This design comes from an exercise in tuning for small area and a short achievable clock period on the open sky130 flow, not from production work. Only simulation tests tie the RTL to the original design; equivalence was not proved. No run shown here takes its clock network from TritonCTS; it comes from the design's own scripts or RTL. The clock port is modelled as an ideal driver, which makes a skipped or thinned clock tree look cheaper than it is; a real chip needs a root buffer or a tree. Power figures rest on the tool's default switching activity, not on a simulated workload.

<file path="flow/flow/run.sh">
#!/bin/bash
# The standard layout (standard.sh) with the CTS step replaced and two ORFS settings changed:
#  - port buffers are buf_4 cells (buffer_ports picks a slow delay cell by default);
#  - timing repair may resize a cell to any footprint (sky130hd sets MATCH_CELL_FOOTPRINT=1);
#  - the clock tree is built by flow/cts.tcl (two buffer levels, see flow/clock_tree.tcl)
#    between ORFS's place and route steps.
# Each tool's output goes to its own log here; each ORFS step also keeps its log under orfs/logs.
set -euo pipefail
VARS=(MATCH_CELL_FOOTPRINT=0 "BUFFER_PORTS_ARGS=-buffer_cell sky130_fd_sc_hd__buf_4")
bash standard.sh "${VARS[@]}" place > flow_place.log 2>&1
CTS_SETUP_MARGIN=3.6 openroad -no_init -threads "${NUM_CORES:-4}" -exit flow/cts.tcl > flow_cts.log 2>&1
bash standard.sh "${VARS[@]}" finish > flow_finish.log 2>&1
</file>
<file path="flow/flow/clock_tree.tcl">
# Clock tree in two levels: the clock port drives four root buffers (buf_16), one per quadrant
# of the flip-flops; each root drives leaf buffers (buf_12), each of which drives a compact
# cluster of at most LEAF_SIZE flip-flop clock pins. Every flip-flop sees the same two buffer
# stages.
set leaf_size [expr {[info exists ::env(LEAF_SIZE)] ? $::env(LEAF_SIZE) : 28}]
set nroot 4
set block [ord::get_db_block]
set db [ord::get_db]
set mbuf [$db findMaster [expr {[info exists ::env(LEAF_CELL)] ? $::env(LEAF_CELL) : "sky130_fd_sc_hd__buf_12"}]]
set mroot [$db findMaster [expr {[info exists ::env(ROOT_CELL)] ? $::env(ROOT_CELL) : "sky130_fd_sc_hd__buf_16"}]]
set clkport [$block findBTerm clk]
set clknet [$clkport getNet]

# sinks: every instance pin on the clock net
set sinks {}
foreach it [$clknet getITerms] {
  set inst [$it getInst]
  set b [$inst getBBox]
  set x [expr {([$b xMin] + [$b xMax]) / 2}]
  set y [expr {([$b yMin] + [$b yMax]) / 2}]
  lappend sinks [list $x $y $it]
}
set n [llength $sinks]
puts "CTS: $n sinks"

# split into nroot groups by x then y (2 x 2)
proc median {vals} { set s [lsort -integer $vals]; return [lindex $s [expr {[llength $s] / 2}]] }
set xs {}; foreach s $sinks { lappend xs [lindex $s 0] }
set xm [median $xs]
set halves [list {} {}]
foreach s $sinks { if {[lindex $s 0] < $xm} { lset halves 0 [concat [lindex $halves 0] [list $s]] } else { lset halves 1 [concat [lindex $halves 1] [list $s]] } }
set groups {}
foreach h $halves {
  set ys {}; foreach s $h { lappend ys [lindex $s 1] }
  set ym [median $ys]
  set lo {}; set hi {}
  foreach s $h { if {[lindex $s 1] < $ym} { lappend lo $s } else { lappend hi $s } }
  lappend groups $lo $hi
}

# cluster each group: columns of sinks sorted by x, each column cut by y into chunks
proc cluster {g k} {
  set n [llength $g]
  set nc [expr {int(ceil(double($n) / $k))}]
  set ncol [expr {max(1, int(round(sqrt($nc))))}]
  set g [lsort -integer -index 0 $g]
  set per [expr {int(ceil(double($n) / $ncol))}]
  set out {}
  for {set c 0} {$c < $ncol} {incr c} {
    set col [lrange $g [expr {$c * $per}] [expr {($c + 1) * $per - 1}]]
    set col [lsort -integer -index 1 $col]
    set m [llength $col]
    set nch [expr {int(ceil(double($m) / $k))}]
    if {$nch == 0} continue
    set sz [expr {int(ceil(double($m) / $nch))}]
    for {set i 0} {$i < $m} {incr i $sz} { lappend out [lrange $col $i [expr {$i + $sz - 1}]] }
  }
  return $out
}

proc centroid {pts} {
  set sx 0; set sy 0
  foreach p $pts { incr sx [lindex $p 0]; incr sy [lindex $p 1] }
  set m [llength $pts]
  return [list [expr {$sx / $m}] [expr {$sy / $m}]]
}

set leafid 0
set rootid 0
foreach g $groups {
  if {[llength $g] == 0} continue
  set rnet [odb::dbNet_create $block "clknet_root_$rootid"]
  $rnet setSigType CLOCK
  set rinst [odb::dbInst_create $block $mroot "clkbuf_root_$rootid"]
  set leaves {}
  foreach cl [cluster $g $leaf_size] {
    set c [centroid $cl]
    set lnet [odb::dbNet_create $block "clknet_leaf_$leafid"]
    $lnet setSigType CLOCK
    set linst [odb::dbInst_create $block $mbuf "clkbuf_leaf_$leafid"]
    $linst setLocation [expr {[lindex $c 0] - 1380}] [expr {[lindex $c 1] - 1360}]
    $linst setPlacementStatus PLACED
    foreach s $cl {
      set it [lindex $s 2]
      $it disconnect
      $it connect $lnet
    }
    [$linst findITerm X] connect $lnet
    [$linst findITerm A] connect $rnet
    lappend leaves $c
    incr leafid
  }
  set c [centroid $leaves]
  $rinst setLocation [expr {[lindex $c 0] - 1380}] [expr {[lindex $c 1] - 1360}]
  $rinst setPlacementStatus PLACED
  [$rinst findITerm X] connect $rnet
  [$rinst findITerm A] connect $clknet
  incr rootid
}
puts "CTS: $rootid roots, $leafid leaves"
</file>
<file path="flow/flow/cts.tcl">
# Replaces ORFS's CTS step: reads the placed design, builds the clock tree (clock_tree.tcl),
# legalizes, repairs setup and hold as ORFS's cts.tcl does, and writes the files ORFS's next
# step reads.
set res orfs/results/sky130hd/mem_responder/base
set plat $::env(FLOW_HOME)/platforms/sky130hd
read_liberty $plat/lib/sky130_fd_sc_hd__tt_025C_1v80.lib
read_db $res/3_place.odb
read_sdc $res/3_place.sdc
source $plat/setRC.tcl
set_dont_use {sky130_fd_sc_hd__probe_p_8 sky130_fd_sc_hd__probec_p_8 sky130_fd_sc_hd__lpflow_*}

source flow/clock_tree.tcl
set_propagated_clock [all_clocks]
detailed_placement
estimate_parasitics -placement
report_clock_latency
report_clock_skew

repair_timing -setup_margin $::env(CTS_SETUP_MARGIN) -hold_margin 0 -repair_tns 100 -verbose
detailed_placement
check_placement -verbose
estimate_parasitics -placement
report_clock_latency
report_checks -format end -group_path_count 5
report_design_area

write_db $res/4_1_cts.odb
write_sdc -no_timestamp $res/4_cts.sdc
</file>
<file path="flow/standard.sh">
#!/bin/bash
# synth_recipe.tcl (not shown) runs the flow's synth.tcl, then flattens the netlist and writes it again
# the make line also repeats each setting of config.mk as NAME=value (left out here)
make -C /OpenROAD-flow-scripts/flow DESIGN_CONFIG=/design/flow/config.mk WORK_HOME=/design/flow/orfs CLKGATE_MAP_FILE= SYNTH_SCRIPT=/design/flow/synth_recipe.tcl "${@:-finish}"
</file>
<file path="flow/config.mk">
export PLATFORM = sky130hd
export DESIGN_NAME = mem_responder
export DESIGN_NICKNAME = mem_responder
export VERILOG_FILES = /design/flow/design.v
export SDC_FILE = /design/flow/constraint.sdc
export NUM_CORES = 4
export LEC_CHECK = 0
export CAP_MARGIN = 20
export CORE_MARGIN = 2
export CORE_UTILIZATION = 40
export SETUP_SLACK_MARGIN = 3.6
export SLEW_MARGIN = 20
export SYNTH_HIERARCHICAL = 1
export SYNTH_MINIMUM_KEEP_SIZE = 0
</file>
<file path="flow/constraint.sdc">
create_clock -name core_clock -period 5.5 [get_ports {clk}]
set_input_delay 1.1000 -clock core_clock [delete_from_list [all_inputs] [get_ports {clk}]]
set_output_delay 1.1000 -clock core_clock [all_outputs]
set_load 0.01 [all_outputs]
</file>
<file path="flow/design.v">
module mem_responder #(
  parameter int WORDS = 64,
  parameter int WAIT  = 2
) (
  input  logic        clk,
  input  logic        reset,
  input  logic        req,
  input  logic        we,
  input  logic [31:0] adr,
  input  logic [31:0] wd,
  input  logic [3:0]  be,
  output logic [31:0] rd,
  output logic        ready,
  output logic        err
);
  logic [3:0] be_in;
  assign be_in = be;
  logic idle_q, b1_q, b2_q, resp_q, err_q;
  logic p_q;
  logic        we_q;
  logic [63:0] row_q;            
  logic [31:0] wd_q;
  logic [3:0]  be_q;
  logic [3:0]  wbe_n_q;
  logic [31:0] rd_q;
  logic adr_ok, acc;
  assign adr_ok = (adr[1:0] == 2'b00) && (adr[31:8] == 24'd0);
  assign acc    = idle_q && req;
  always_ff @(posedge clk) begin
    if (reset) begin
      idle_q <= 1'b1;
      b1_q   <= 1'b0;
      b2_q   <= 1'b0;
      resp_q <= 1'b0;
      err_q  <= 1'b0;
      wbe_n_q <= 4'hF;
    end else begin
      idle_q <= resp_q || (idle_q && !req);
      b1_q   <= acc && adr_ok;
      b2_q   <= b1_q;
      resp_q <= b2_q || (acc && !adr_ok);
      err_q  <= acc && !adr_ok;
      for (int b = 0; b < 4; b++) wbe_n_q[b] <= !(resp_q && we_q && !err_q && be_q[b]);
    end
  end
  always_ff @(posedge clk) begin
    if (idle_q) begin
      we_q  <= we;
      for (int w = 0; w < 64; w++) row_q[w] <= (adr[7:2] == 6'(w));
      wd_q  <= wd ^ {32{p_q}};
      be_q  <= be_in;
    end
  end
  always_ff @(posedge clk) p_q <= !p_q;
  logic [63:0]   row_n;
  logic [31:0]   wdp;
  logic [2047:0] mem_q, mem_d;
  logic [255:0]  ld;
  always_comb begin
    for (int i = 0; i < 32; i++) wdp[i] = wd_q[i] || wbe_n_q[i / 8];
  end
  genvar gw, gi, gg;
  generate
    for (gw = 0; gw < 64; gw++) begin : g_dec
      mr_inv u_rn (.a(row_q[gw]), .y(row_n[gw]));
      for (gi = 0; gi < 4; gi++) begin : g_ld
        mr_nor2 u_ld (.a(row_n[gw]), .b(wbe_n_q[gi]), .y(ld[4*gw+gi]));
      end
    end
  endgenerate
  generate
    for (gw = 0; gw < 64; gw++) begin : g_w
      for (gi = 0; gi < 32; gi++) begin : g_b
        mr_o22ai u_cell (
          .a1(mem_q[32*gw+gi]), .a2(ld[4*gw+gi/8]),
          .b1(wdp[gi]),         .b2(row_n[gw]),
          .y(mem_d[32*gw+gi])
        );
      end
    end
  endgenerate
  always_ff @(posedge clk) mem_q <= mem_d;
  logic [31:0] raw_d, raw_q;
  generate
    for (gi = 0; gi < 32; gi++) begin : g_rd
      logic [7:0] g;    
      logic [3:0] n;    
      for (gg = 0; gg < 8; gg++) begin : g_g
        logic [7:0] m;
        for (gw = 0; gw < 8; gw++) begin : g_m
          assign m[gw] = mem_q[32*(8*gg+gw)+gi];
        end
        mr_or8 u_g (.m(m), .s(row_q[8*gg +: 8]), .y(g[gg]));
      end
      for (gg = 0; gg < 4; gg++) begin : g_n
        mr_nor2 u_n (.a(g[2*gg]), .b(g[2*gg+1]), .y(n[gg]));
      end
      mr_nand4 u_x (.a(n[0]), .b(n[1]), .c(n[2]), .d(n[3]), .y(raw_d[gi]));
    end
  endgenerate
  always_ff @(posedge clk) raw_q <= raw_d;
  logic rd_en_n;
  assign rd_en_n = !(b2_q && !we_q && !reset);
  logic [31:0] rd_d;
  generate
    for (gi = 0; gi < 32; gi++) begin : g_out
      logic xp;
      mr_xor2 u_p (.a(raw_q[gi]), .b(p_q), .y(xp));
      mr_nor2 u_o (.a(xp), .b(rd_en_n), .y(rd_d[gi]));
    end
  endgenerate
  always_ff @(posedge clk) rd_q <= rd_d;
  assign ready = resp_q;
  assign err   = err_q;
  assign rd    = rd_q;
endmodule
module mr_o22ai (input logic a1, a2, b1, b2, output logic y);
  assign y = !((a1 || a2) && (b1 || b2));
endmodule
module mr_or8 (input logic [7:0] m, input logic [7:0] s, output logic y);
  logic [3:0] t;
  always_comb begin
    for (int i = 0; i < 4; i++) t[i] = !((m[2*i] && s[2*i]) || (m[2*i+1] && s[2*i+1]));
  end
  assign y = !(t[0] && t[1] && t[2] && t[3]);
endmodule
module mr_inv (input logic a, output logic y);
  assign y = !a;
endmodule
module mr_nand4 (input logic a, b, c, d, output logic y);
  assign y = !(a && b && c && d);
endmodule
module mr_nor2 (input logic a, b, output logic y);
  assign y = !(a || b);
endmodule
module mr_xor2 (input logic a, b, output logic y);
  assign y = a ^ b;
endmodule
</file>
==> impl_metrics.py, run 1 <==
metrics = {
    "run_status": {
        "outcome": "timing/DRC/antenna clean",
    },
    "timing": {
        "period_minus_slack_ns": 2.139,
        "worst_pin_slew_ns": 0.8182,
        "min_period_over_period": 0.3889,
        "max_slew_margin": 0.4545,
        "grt_setup_unrepaired": "true",
        "hold_viol_final": 0,
        "fin_skew_ns": 0.02371,
        "fmax_mhz": 467.5,
        "setup_viol": 0,
        "fin_ws_ns": 3.361,
        "drv_slew": 0,
        "final.setup.tns_ns": 0,
    },
    "critical_path": {
        "reg2reg_slack_ns": 3.52,
        "worstReg2RegEnd": "raw_q[31]",
        "cp.arrival_ns": 1.04,
        "ff2ff_path_depth": 5,
        "endpoint_kind": "primary output",
        "r2r-start": "row_q[35]",
        "path_max_fanout": 1,
        "cp_cell_sequence": "buf_6",
        "critical_path_class": "flip-flop to primary output",
        "worstPathRequired_ns": 4.40,
        "worst_setup_path_start_kind": "flip-flop",
        "crit_family": "flip-flops",
        "slowest_stage": "dfxtp_4",
        "cpPeakStageDelay_ns": 0.39,
        "crit_buf_inv": 1,
    },
    "clock_tree": {
        "clk_latency_ns": 0.54,
        "clkTransAtPathRegs_ns": 0.12,
    },
    "min_path": {
        "min-delay-start": "be_q[1]",
        "whs_path_depth": 1,
        "hold_path_class": "flip-flop to flip-flop",
        "whs_endpoint": "wbe_n_q[1]",
    },
    "global_routing": {
        "antenna_found_initial": 16,
        "overflow": 0,
        "grt_max_degree": 65,
        "grt.total_usage": 0.2698,
        "grt_pass1_wl_um": 374000,
        "grt_pass1_vias": 55382,
    },
    "route": {
        "via_per_inst": 6.651,
        "drtIter0Drc": 7270,
        "drt-pass1-iter-count": 8,
        "postRouteAntennaNets": 0,
        "vias": 61281,
        "routedWlPerCell_um": 28.24,
        "post-route-drc-count": 0,
        "drt_wl_total_um": 260200,
    },
    "die": {
        "die_w_um": 425.2,
        "die_height_um": 425.2,
        "core-area_um2": 176100,
        "start_util": 0.4029,
        "io_pins": 106,
        "num_rows": 154,
        "die-area_um2": 180800,
    },
    "place": {
        "dp.cells": 8858,
        "pre_cts_slack_ns": 2.649,
        "place.detailed.hpwl_um": 155700,
        "routabilityCongestion": 0.8927,
        "port_buffers": 105,
    },
    "synthesis": {
        "ys_warn_count": 8,
        "syn_inst": 6287,
        "synth_area_um2": 70950,
        "ys_seq_area_frac": 0.6415,
        "ys_types": 24,
        "synth_nets": 6359,
        "synth.avg_cell_area_um2": 11.29,
        "ys_ff_latch": 2223,
    },
    "pwr": {
        "power_density_nw_per_um2": 381.9,
        "p_leak_uw": 0.02910,
        "ir_drop_mv": 0.4185,
    },
    "layout": {
        "drive_gt1_frac": 0.1427,
        "nNetsFinal": 6943,
        "utilization": 0.4684,
        "stdcell_count": 9214,
        "syn2layout_area_growth_pct": 16.25,
    },
    "run": {
        "maxCapViolCount": 0,
    },
}
-- kinds of logic after synthesis --
kind of cell	Yosys count	share of synthesized area
buffers and inverters	77	0.004197
AOI/OAI and AO/OA	3076	0.2894
and+or+nand+nor	847	0.05710
DFF	2223	0.6415
xor gates and xnor gates	64	0.007900
-- Yosys stat by module, one instance, submodules excluded --
module         times used  flops+latches
mem_responder           1           2223
mr_or8                256              0
mr_xor2                32              0
mr_nand4               32              0
mr_o22ai             2048              0
mr_inv                 64              0
mr_nor2               416              0
-- area by class of cell --
class / instances / area (um^2)
multi-input cells: 4026 / 26870
repair buffers: 467 / 5024
plain buffers: 84 / 1712
well taps: 2340 / 2928
fillers: 16222 / 93630
inverters: 66 / 337.8
diodes: 5 / 12.51
repair inverters: 3 / 15.01
flip-flops and latches: 2223 / 45590
-- Yosys cell counts --
library cell,count,area share
o41a_1,1,0.00016
clkbuf_1,4,0.00021
dfxtp_1,2122,0.60
xor2_1,64,0.0079
edfxtp_1,101,0.043
a21oi_1,1,0.000070
nand2_1,16,0.00085
nor2_1,486,0.026
o21ai_0,1,0.000070
nand2b_1,2,0.00018
buf_2,7,0.00049
and4bb_2,1,0.00018
nor2b_1,5,0.00044
a22oi_1,1024,0.11
or4_4,1,0.00016
nand4_1,290,0.026
inv_1,66,0.0035
nor4_1,5,0.00044
o31a_2,1,0.00014
o22ai_1,2048,0.18
nor4b_1,1,0.00012
or2_2,33,0.0029
nand3_1,6,0.00042
or3b_2,1,0.00012
-- how the worst max path moves through the flow --
stage | from | to | slack (ns) | depth (start not counted)
after detailed placement | wbe_n_q[0] | mem_q[1025] | 2.65 | 4
after global placement | wbe_n_q[0] | mem_q[897] | 2.72 | 4
after floorplan | row_q[31] | mem_q[1000] | 3.40 | 3
final | rd_q[15] | rd[15] | 3.36 | 1
after global routing | rd_q[12] | rd[12] | 3.34 | 1
-- registers in the layout (all words and copies together) (netlist names), 4 cells and up --
signal / cells
wd_q: 32
be_q: 4
row_q: 64
wbe_n_q: 4
rd_q: 32
raw_q: 32
mem_q: 2048
-- placed cells by master (no fill, tap or decap), types with 28 or more instances in the layout --
master	count
dfxtp_1	2084
o22ai_1	2048
a22oi_1	969
nand4_1	290
buf_4	282
nor2_1	253
buf_12	164
nor2_2	142
edfxtp_1	101
buf_6	92
nor2_4	91
or2_4	68
xor2_1	64
a22oi_2	55
inv_1	42
dfxtp_2	28
-- through the flow --
stage	total power [uW]	area, um^2	hold slack, ns
finish	31500	82490	0.4032
global placement	23840	75710	0.3881
global route	32580	82480	0.4250
detailed placement	24040	75710	0.3844
floorplan	22480	70970	0.3798
-- routing by layer --
metal	part of all wire	track usage	wire (um)
met1	0.43	0.3920	111100
met2	0.41	0.3895	107900
met3	0.10	0.04648	26510
met4	0.056	0.1222	14590
met5	0.00023	0	61
-- power by group --
group	leakage, uW	switching (uW)	internal [uW]
Clock	0.000802	4800	2410
Sequential	0.0188	1360	18600
Combinational	0.00945	2450	1890
==> inputs of run 2 (changes only) <==
==> flow/flow/run.sh (replaced) <==
#!/bin/bash
# The standard layout (standard.sh) with the CTS step replaced and two ORFS settings changed:
#  - port buffers are buf_2 cells (buffer_ports picks a slow delay cell by default);
#  - timing repair may resize a cell to any footprint (sky130hd sets MATCH_CELL_FOOTPRINT=1);
#  - the clock tree is built by flow/cts.tcl (two buffer levels, see flow/clock_tree.tcl)
#    between ORFS's place and route steps.
# Each tool's output goes to its own log here; each ORFS step also keeps its log under orfs/logs.
set -euo pipefail
VARS=(MATCH_CELL_FOOTPRINT=0 "BUFFER_PORTS_ARGS=-buffer_cell sky130_fd_sc_hd__buf_2")
bash standard.sh "${VARS[@]}" place > flow_place.log 2>&1
CTS_SETUP_MARGIN=3.35 openroad -no_init -threads "${NUM_CORES:-4}" -exit flow/cts.tcl > flow_cts.log 2>&1
bash standard.sh "${VARS[@]}" finish > flow_finish.log 2>&1
--- a/flow/config.mk
+++ b/flow/config.mk
@@ -9,5 +9,5 @@
 export CORE_MARGIN = 2
 export CORE_UTILIZATION = 40
-export SETUP_SLACK_MARGIN = 3.6
+export SETUP_SLACK_MARGIN = 3.35
 export SLEW_MARGIN = 20
 export SYNTH_HIERARCHICAL = 1
==> run 2 against run 1 <==
Net effect:
- clock power increased by 4.6%
- routed wire length increased by 5.2%
- via count increased by 1.6%
- power increased by 1.2%
- sequential power about the same
- final area decreased by 3.5%
- flip-flop and latch count unchanged
- die area unchanged
- first-iteration DRC count increased by 13%
- synthesized cell count unchanged
- critical path depth increased by 2
- critical endpoint is now mem_q[284]
==> impl_metrics.py, run 2 <==
metrics = {
    "critical_path": {
        "endpoint_kind": "flip-flop",
        "path_max_fanout": 62,
        "cp.arrival_ns": 2.62,
        "slowest_stage": "dfxtp_4",
        "cpPeakStageDelay_ns": 0.75,
        "worstPathRequired_ns": 5.90,
        "critical_path_class": "flip-flop to flip-flop",
        "cp_cell_sequence": "buf_12, or2_4, o22ai_1",
        "crit_family": "flip-flops",
        "crit_buf_inv": 1,
        "worst_setup_path_start_kind": "flip-flop",
    },
    "synthesis": {
        "yosys-top-cells-count": "dfxtp_1, o22ai_1, a22oi_1",
        "synth.avg_cell_area_um2": 11.29,
        "synth_top_area_share": 0.5987,
        "synthFlopType": "dfxtp_1",
        "synth_top_family_by_area": "compound AO/OA/AOI/OAI gates",
        "synth_area_um2": 70950,
        "synth_edf_count": 101,
        "synthXorXnorAreaFrac": 0.007900,
        "ys_seq_area_frac": 0.6415,
        "synthAdderAreaFrac": 0,
        "synth_async_sr_flop_share": 0,
        "synth_most_common_cell": "dfxtp_1",
        "yosysTopAreaCell": "dfxtp_1",
        "synthMuxAreaShare": 0,
        "synth_compound_area_frac": 0.2894,
        "ys_types": 24,
        "synthSimpleGateAreaFrac": 0.05710,
        "ys_warn_count": 8,
        "synth_nets": 6359,
        "syn_inst": 6287,
        "ys_ff_latch": 2223,
        "ys_top_cells_by_area": "dfxtp_1, o22ai_1, a22oi_1",
    },
    "pwr": {
        "ir_drop_mv": 0.3921,
        "p_leak_uw": 0.02825,
        "power_density_nw_per_um2": 400.6,
    },
    "layout": {
        "final_common_cell": "dfxtp_1",
        "final_cell_mix": "dfxtp_1, o22ai_1, a22oi_1, nor2_1, nand4_1",
        "reg_top3": "mem_q (2048), row_q (64)",
        "regMostFlops": "mem_q",
        "nNetsFinal": 6864,
        "largest_reg_flops": 2048,
        "drive_gt1_frac": 0.1040,
        "syn2layout_area_growth_pct": 12.19,
    },
    "global_routing": {
        "grt.total_usage": 0.2823,
        "grt_pass1_wl_um": 386900,
        "grt_max_degree": 58,
        "overflow": 0,
        "grt_pass1_vias": 56441,
        "antenna_found_initial": 27,
    },
    "clock_tree": {
        "clk_latency_ns": 0.58,
        "clkTransAtPathRegs_ns": 0.11,
    },
    "die": {
        "start_util": 0.4029,
        "num_rows": 154,
        "die-area_um2": 180800,
        "io_pins": 106,
        "core-area_um2": 176100,
        "die_height_um": 425.2,
        "die_w_um": 425.2,
    },
    "timing": {
        "fin_skew_ns": 0.06329,
        "setup_viol": 0,
        "min_period_over_period": 0.4053,
        "drv_slew": 0,
        "worst_pin_slew_ns": 1.210,
        "period_minus_slack_ns": 2.229,
        "hold_viol_final": 0,
        "grt_setup_unrepaired": "true",
        "max_slew_margin": 0.1930,
        "final.setup.tns_ns": 0,
        "hold_ws_ns": 0.4044,
        "fmax_mhz": 448.6,
    },
    "place": {
        "port_buffers": 105,
        "place.detailed.hpwl_um": 161000,
        "routabilityCongestion": 0.8971,
    },
    "route": {
        "drtIter0Drc": 8224,
        "drt-pass1-iter-count": 8,
        "via_per_inst": 6.810,
        "drt_wl_total_um": 273600,
        "vias": 62279,
        "routedWlPerCell_um": 29.92,
        "post-route-drc-count": 0,
        "postRouteAntennaNets": 0,
    },
    "min_path": {
        "hold_path_class": "flip-flop to flip-flop",
    },
    "run_status": {
        "outcome": "timing/DRC/antenna clean",
    },
    "run": {
        "maxCapViolCount": 0,
    },
}
## run 2: cell counts after synthesis
Identical to the previous run, type by type.
## run 2: final timing paths
kind,start,endpoint,slack [ns],cells after the start
worst min-delay path,be_q[1],wbe_n_q[1],0.40,1
worst max register to register,wbe_n_q[3],mem_q[284],3.27,3
worst max-delay path,wbe_n_q[3],mem_q[284],3.27,3
worst min register to register,be_q[1],wbe_n_q[1],0.40,1
## run 2: metal layers
layer	GRT usage	vias up	share of wire
met5	0	-	0.00030
met4	0.1336	12	0.061
met3	0.05255	536	0.11
met2	0.4113	3583	0.41
met1	0.4022	31034	0.42
li1	-	27114	-
## run 2: worst reg2reg max path, stage by stage, from the launching register on
cell and delay, ns:
dfxtp_4 0.75, buf_12 0.40, or2_4 0.76, o22ai_1 0.17
## run 2: modules after synthesis, one instance, submodules excluded
module	cells inside	flops+latches	area, um^2
mem_responder	2415	2223	46570
mr_inv	1	0	3.754
mr_nand4	1	0	6.256
mr_nor2	1	0	3.754
mr_o22ai	1	0	6.256
mr_or8	5	0	36.28
mr_xor2	1	0	8.758
## run 2: power breakdown
group	total (uW)	switching [uW]	internal [uW]
Combinational	4200	2400	1800
Clock	7540	4910	2630
Sequential	20200	1560	18600
Total	31900	8860	23000
## run 2: cells by family (layout without fill, tap and decap cells)
group                  count (synthesis)  after routing
other                                  0             15
buffers and inverters                 77            534
XOR/XNOR                              64             64
flip-flops                          2223           2223
AND/OR/NAND/NOR                      847            893
AO/OA/AOI/OAI                       3076           3076
## run 2: layout make-up
class | count | area [um^2]
repair buffers | 376 | 2900
plain buffers | 92 | 1872
flip-flops and latches | 2223 | 45550
multi-input cells | 4033 | 26040
fillers | 16488 | 96510
well taps | 2340 | 2928
inverters | 66 | 274.0
diodes | 15 | 37.54
## run 2: metrics by stage
step | std cells | area, um^2 | util | power, uW | worst slack [ns]
2_1_floorplan | 6287 | 70960 | - | 22480 | 3.403
5_1_grt | 9131 | 79570 | 0.4518 | 32940 | 3.296
3_5_place_dp | 8862 | 75520 | 0.4288 | 24240 | 2.841
6_report | 9145 | 79610 | 0.4520 | 31890 | 3.271
3_3_place_gp | 8862 | 75520 | 0.4288 | 24060 | 2.924

[separate check: timing with driven ports]
How much do the figures lean on ideal ports? The routed layouts below were timed once more, with nothing changed but the port constraints.
Step 1 assumes that a clkbuf_16 drives the clock port and a buf_2 every other input.
Step 2 adds t to the input delays and takes it off the output delays; t is the mean of the earliest and latest rising clock arrival at the registers after step 1. Input paths then give back, and output paths get back, about the clock's delay inside the block.
Slacks: ideal / step 1 / step 2; pairs: ideal / step 1.
run	t, ns	setup slack, ns	worst hold slack (ns)	slew at the worst register clock pin (ns)
run 1	0.718	3.361 / 3.170 / 3.027	0.403 / 0.403 / 0.403	0.12 / 0.12
run 2	0.732	3.271 / 3.188 / 2.780	0.404 / 0.404 / 0.404	0.12 / 0.12
After both steps setup and hold are still met in every run listed. The setup slack of run 2, which loses most, moves by -0.083 ns with the drivers and by -0.491 ns with both steps.
